From an optimization exercise on the open Yosys and OpenROAD flow, aimed at small area; shortcuts taken in it are not production practice.
Only simulation tests tie the RTL to the original design; equivalence was not proved.
No activity file was given, so power comes from the tool's default toggle rates. No driver is modelled on the clock port, so clocking that relies on it looks cheaper here than on a real chip.

the previous run:
==> flow/design.v <==
`default_nettype none
module apb_slave_mem #(
    parameter int DATA_WIDTH  = 16,
    parameter int ADDR_WIDTH  = 16,
    parameter int DEPTH       = 256,
    parameter int BASE_ADDR   = 0,
    parameter int WAIT_CYCLES = 2
) (
    input  logic                  i_PCLK,
    input  logic                  i_PRESETn,
    input  logic [ADDR_WIDTH-1:0] i_PADDR,
    input  logic                  i_PSEL,
    input  logic                  i_PENABLE,
    input  logic                  i_PWRITE,
    input  logic [DATA_WIDTH-1:0] i_PWDATA,
    output logic                  o_PREADY,
    output logic [DATA_WIDTH-1:0] o_PRDATA,
    output logic                  o_PSLVERR
);
    localparam int c_IDX_W = (DEPTH > 1) ? $clog2(DEPTH) : 1;
    localparam int c_LO_W  = c_IDX_W / 2;
    localparam int c_HI_W  = c_IDX_W - c_LO_W;
    localparam logic [ADDR_WIDTH:0] c_BASE_EXT  = (ADDR_WIDTH+1)'(BASE_ADDR);
    localparam logic [ADDR_WIDTH:0] c_DEPTH_EXT = (ADDR_WIDTH+1)'(DEPTH);
    logic                    w_setup;
    logic [ADDR_WIDTH:0]     w_diff;
    logic                    w_err_new;
    logic [c_IDX_W-1:0]      w_idx_new;
    assign w_setup   = i_PSEL && !i_PENABLE;
    assign w_diff    = {1'b0, i_PADDR} - c_BASE_EXT;
    assign w_err_new = ({1'b0, i_PADDR} < c_BASE_EXT) || (w_diff >= c_DEPTH_EXT);
    assign w_idx_new = w_diff[c_IDX_W-1:0];
    logic r_pready_q, r_pslverr_q, r_rd_q, r_we_q;
    always_ff @(posedge i_PCLK or negedge i_PRESETn) begin
        if (!i_PRESETn) begin
            r_pready_q  <= 1'b0;
            r_pslverr_q <= 1'b0;
            r_rd_q      <= 1'b0;
            r_we_q      <= 1'b0;
        end else begin
            r_pready_q  <= w_setup;
            r_pslverr_q <= w_setup && w_err_new;
            r_rd_q      <= w_setup && !w_err_new && !i_PWRITE;
            r_we_q      <= w_setup && !w_err_new && i_PWRITE;
        end
    end
    logic [c_IDX_W-1:0]    r_idx_q;
    logic [DATA_WIDTH-1:0] r_wdata_q;
    always_ff @(posedge i_PCLK) begin
        r_idx_q   <= w_idx_new;
        r_wdata_q <= i_PWDATA;
    end
    localparam int c_NLO = 1 << c_LO_W;
    localparam int c_NHI = 1 << c_HI_W;
    logic [c_NLO-1:0] w_wlo, w_rlo;
    logic [c_NHI-1:0] w_hi;
    apb_mem_predec #(.N(c_LO_W)) u_wlo (
        .i_en (r_we_q && i_PSEL),
        .i_idx(r_idx_q[c_LO_W-1:0]),
        .o_sel(w_wlo)
    );
    apb_mem_predec #(.N(c_LO_W)) u_rlo (
        .i_en (r_rd_q),
        .i_idx(r_idx_q[c_LO_W-1:0]),
        .o_sel(w_rlo)
    );
    apb_mem_predec #(.N(c_HI_W)) u_hi (
        .i_en (1'b1),
        .i_idx(r_idx_q[c_IDX_W-1:c_LO_W]),
        .o_sel(w_hi)
    );
    logic [DEPTH-1:0][DATA_WIDTH-1:0] r_mem_q, w_mem_d;
    logic [DEPTH-1:0]                 w_load, w_keep, w_sel_n;
    for (genvar i = 0; i < DEPTH; i++) begin : g_word
        apb_mem_nand2 u_wdec (
            .a(w_wlo[i % c_NLO]),
            .b(w_hi[i / c_NLO]),
            .y(w_keep[i])
        );
        apb_mem_inv u_load (
            .a(w_keep[i]),
            .y(w_load[i])
        );
        apb_mem_nand2 u_rdec (
            .a(w_rlo[i % c_NLO]),
            .b(w_hi[i / c_NLO]),
            .y(w_sel_n[i])
        );
        apb_mem_hold #(.W(DATA_WIDTH)) u_hold (
            .i_q   (r_mem_q[i]),
            .i_keep({DATA_WIDTH{w_keep[i]}}),
            .i_d   (r_wdata_q),
            .i_load({DATA_WIDTH{w_load[i]}}),
            .o_y   (w_mem_d[i])
        );
    end
    always_ff @(posedge i_PCLK) begin
        r_mem_q <= w_mem_d;
    end
    localparam int c_NP = DEPTH / 2;
    localparam int c_NG = c_NP / 16;
    logic [c_NP*DATA_WIDTH-1:0] w_z;
    logic [c_NG*DATA_WIDTH-1:0] w_g;
    logic [DATA_WIDTH-1:0] w_rd;
    for (genvar p = 0; p < c_NP; p++) begin : g_pair
        apb_mem_oai22 #(.W(DATA_WIDTH)) u_oai (
            .i_a0(r_mem_q[2*p]),   .i_s0({DATA_WIDTH{w_sel_n[2*p]}}),
            .i_a1(r_mem_q[2*p+1]), .i_s1({DATA_WIDTH{w_sel_n[2*p+1]}}),
            .o_y (w_z[p*DATA_WIDTH +: DATA_WIDTH])
        );
    end
    for (genvar g = 0; g < c_NG; g++) begin : g_grp
        apb_mem_or16 #(.W(DATA_WIDTH)) u_or (
            .i_z(w_z[16*g*DATA_WIDTH +: 16*DATA_WIDTH]),
            .o_y(w_g[g*DATA_WIDTH +: DATA_WIDTH])
        );
    end
    apb_mem_rdout #(.W(DATA_WIDTH), .N(c_NG)) u_out (
        .i_en({DATA_WIDTH{r_rd_q}}),
        .i_g (w_g),
        .o_q (w_rd)
    );
    assign o_PREADY  = r_pready_q;
    assign o_PRDATA  = w_rd;
    assign o_PSLVERR = r_pslverr_q;
endmodule
module apb_mem_predec #(
    parameter int N = 4
) (
    input  logic              i_en,
    input  logic [N-1:0]      i_idx,
    output logic [(1<<N)-1:0] o_sel
);
    always_comb begin
        for (int i = 0; i < (1 << N); i++) begin
            o_sel[i] = i_en && (i_idx == N'(i));
        end
    end
endmodule
module apb_mem_nand2 (
    input  logic a,
    input  logic b,
    output logic y
);
    assign y = ~(a & b);
endmodule
module apb_mem_inv (
    input  logic a,
    output logic y
);
    assign y = ~a;
endmodule
module apb_mem_hold #(
    parameter int W = 16
) (
    input  logic [W-1:0] i_q,
    input  logic [W-1:0] i_keep,
    input  logic [W-1:0] i_d,
    input  logic [W-1:0] i_load,
    output logic [W-1:0] o_y
);
    assign o_y = (i_q & i_keep) | (i_d & i_load);
endmodule
module apb_mem_oai22 #(
    parameter int W = 16
) (
    input  logic [W-1:0] i_a0,
    input  logic [W-1:0] i_s0,
    input  logic [W-1:0] i_a1,
    input  logic [W-1:0] i_s1,
    output logic [W-1:0] o_y
);
    assign o_y = ~((i_a0 | i_s0) & (i_a1 | i_s1));
endmodule
module apb_mem_or16 #(
    parameter int W = 16
) (
    input  logic [16*W-1:0] i_z,
    output logic [W-1:0] o_y
);
    always_comb begin
        o_y = '0;
        for (int k = 0; k < 16; k++) begin
            o_y = o_y | i_z[k*W +: W];
        end
    end
endmodule
module apb_mem_rdout #(
    parameter int W = 16,
    parameter int N = 8
) (
    input  logic [W-1:0]   i_en,
    input  logic [N*W-1:0] i_g,
    output logic [W-1:0] o_q
);
    logic [W-1:0] w_or;
    always_comb begin
        w_or = '0;
        for (int k = 0; k < N; k++) begin
            w_or = w_or | i_g[k*W +: W];
        end
    end
    assign o_q = ~w_or & i_en;
endmodule
`default_nettype wire
`default_nettype none
module apb_mem_top (
    input  logic        i_PCLK,
    input  logic        i_PRESETn,
    input  logic [15:0] i_PADDR,
    input  logic        i_PSEL,
    input  logic        i_PENABLE,
    input  logic        i_PWRITE,
    input  logic [15:0] i_PWDATA,
    output logic        o_PREADY,
    output logic [15:0] o_PRDATA,
    output logic        o_PSLVERR
);
    apb_slave_mem #(
        .DATA_WIDTH (16),
        .ADDR_WIDTH (16),
        .DEPTH      (256),
        .BASE_ADDR  (16'h0100),
        .WAIT_CYCLES(2)
    ) u_mem (
        .i_PCLK   (i_PCLK),
        .i_PRESETn(i_PRESETn),
        .i_PADDR  (i_PADDR),
        .i_PSEL   (i_PSEL),
        .i_PENABLE(i_PENABLE),
        .i_PWRITE (i_PWRITE),
        .i_PWDATA (i_PWDATA),
        .o_PREADY (o_PREADY),
        .o_PRDATA (o_PRDATA),
        .o_PSLVERR(o_PSLVERR)
    );
endmodule
`default_nettype wire
clock: 10.0 ns
lec_check: 0
cap_margin: 20
core_margin: 2
core_utilization: 70
cts_cluster_diameter: 80
cts_cluster_size: 30
slew_margin: 20
synth_hierarchical: 1
synth_memory_max_bits: 8192
standard.sh (not shown) runs the stock make flow with config.mk's settings and CLKGATE_MAP_FILE= SYNTH_SCRIPT=/design/flow/synth_recipe.tcl, a recipe that flattens the netlist after the stock synthesis.
==> flow/flow/run.sh <==
#!/bin/bash
# The standard layout (standard.sh, unchanged synthesis and steps) with two
# settings ORFS reads from the environment:
#  - the port buffers are the smallest buffer cell.
# The whole ORFS run's output goes to standard.log in this folder; ORFS's
# per-step logs stay under orfs/logs/.
set -euo pipefail
export CTS_ARGS="-sink_clustering_enable -repair_clock_nets -dont_use_dummy_load -sink_clustering_size 30 -sink_clustering_max_diameter 80"
export BUFFER_PORTS_ARGS="-buffer_cell sky130_fd_sc_hd__buf_1"
bash standard.sh > standard.log 2>&1
Relative to the previous run, the following input files were edited for the current run:
-- flow/design.v --
<<< the previous run, line 53
    localparam int c_NLO = 1 << c_LO_W;
    localparam int c_NHI = 1 << c_HI_W;
    logic [c_NLO-1:0] w_wlo, w_rlo;
    logic [c_NHI-1:0] w_hi;
    apb_mem_predec #(.N(c_LO_W)) u_wlo (
        .i_en (r_we_q && i_PSEL),
        .i_idx(r_idx_q[c_LO_W-1:0]),
        .o_sel(w_wlo)
    );
    apb_mem_predec #(.N(c_LO_W)) u_rlo (
        .i_en (r_rd_q),
        .i_idx(r_idx_q[c_LO_W-1:0]),
        .o_sel(w_rlo)
    );
    apb_mem_predec #(.N(c_HI_W)) u_hi (
>>> the current run, line 53
    localparam int c_NLO = 1 << c_LO_W;
    localparam int c_NHI = 1 << c_HI_W;
    logic [c_NLO-1:0] w_lo;
    logic [c_NHI-1:0] w_hi;
    apb_mem_predec #(.N(c_LO_W)) u_lo (
        .i_en (r_rd_q || (r_we_q && i_PSEL)),
        .i_idx(r_idx_q[c_LO_W-1:0]),
        .o_sel(w_lo)
    );
    apb_mem_predec #(.N(c_HI_W)) u_hi (
<<< the previous run, line 71
    );
    logic [DEPTH-1:0][DATA_WIDTH-1:0] r_mem_q, w_mem_d;
    logic [DEPTH-1:0]                 w_load, w_keep, w_sel_n;
    for (genvar i = 0; i < DEPTH; i++) begin : g_word
        apb_mem_nand2 u_wdec (
            .a(w_wlo[i % c_NLO]),
            .b(w_hi[i / c_NLO]),
            .y(w_keep[i])
        );
        apb_mem_inv u_load (
            .a(w_keep[i]),
            .y(w_load[i])
        );
        apb_mem_nand2 u_rdec (
            .a(w_rlo[i % c_NLO]),
            .b(w_hi[i / c_NLO]),
            .y(w_sel_n[i])
        );
        apb_mem_hold #(.W(DATA_WIDTH)) u_hold (
            .i_q   (r_mem_q[i]),
            .i_keep({DATA_WIDTH{w_keep[i]}}),
            .i_d   (r_wdata_q),
            .i_load({DATA_WIDTH{w_load[i]}}),
            .o_y   (w_mem_d[i])
>>> the current run, line 66
    );
    logic [DEPTH-1:0][DATA_WIDTH-1:0] r_mem_q, w_mem_d;
    logic [DEPTH-1:0]      w_load, w_sel_n;
    logic [DATA_WIDTH-1:0] w_cdata;
    for (genvar i = 0; i < DEPTH; i++) begin : g_word
        apb_mem_nand2 u_dec (
            .a(w_lo[i % c_NLO]),
            .b(w_hi[i / c_NLO]),
            .y(w_sel_n[i])
        );
        apb_mem_inv u_load (
            .a(w_sel_n[i]),
            .y(w_load[i])
        );
        apb_mem_hold #(.W(DATA_WIDTH)) u_hold (
            .i_q   (r_mem_q[i]),
            .i_keep({DATA_WIDTH{w_sel_n[i]}}),
            .i_d   (w_cdata),
            .i_load({DATA_WIDTH{w_load[i]}}),
            .o_y   (w_mem_d[i])
<<< the previous run, line 121
        .o_q (w_rd)
    );
    assign o_PREADY  = r_pready_q;
    assign o_PRDATA  = w_rd;
>>> the current run, line 112
        .o_q (w_rd)
    );
    assign w_cdata = r_rd_q ? w_rd : r_wdata_q;
    assign o_PREADY  = r_pready_q;
    assign o_PRDATA  = w_rd;
--- outcome ---
Higher gate count of the mapped netlist among the previous run and the current run: the previous run. Taking the previous run as the reference, in the current run height of the die -0.30%; share of total power consumed by net switching -0.30 points. Going from the previous run to the current run, the cell total after placement was found to have gone up by 96. Post-synthesis simple-gate area fraction (the current run over the previous run): decrease, 0.73 points. The previous run has lower clock period minus final worst setup slack than the current run. The current run vs the previous run: aggregate global-route resource usage down in the current run. Fmax | the current run vs the previous run | the current run slower. Reported for the previous run and the current run, layout inverter count without the clock tree turned out identical to the last digit. Comparing placed wire-length estimate after detailed placement for the previous run and the current run, the smaller number came from the current run. Of the previous run and the current run, the lower share of the clock period used by the worst path after layout belongs to the previous run.

-- static timing again, ports no longer ideal --
How much do the figures lean on ideal ports? The routed layouts below were timed once more, with nothing changed but the port constraints. Step 1 assumes that a clkbuf_16 drives the clock port and a buf_2 every other input. Step 2 also shifts input and output timing later by t, the mid clock arrival at the registers, as if the neighbouring blocks saw the same clock. a / b / c = ideal ports / drivers / drivers and shift; a / b = the first two.
run | t, ns | setup WS [ns] | latest minus earliest clock arrival (ns) | worst slew at a driven data input, ns
the previous run | 0.956 | 1.173 / 1.074 / 2.030 | 0.072 / 0.072 | 0.04
the current run | 0.953 | 0.329 / 0.302 / 0.302 | 0.046 / 0.045 | 0.12
After both steps setup and hold are still met in every run listed. The setup slack of the current run, which loses most, moves by -0.027 ns with the drivers and by -0.027 ns with both steps.
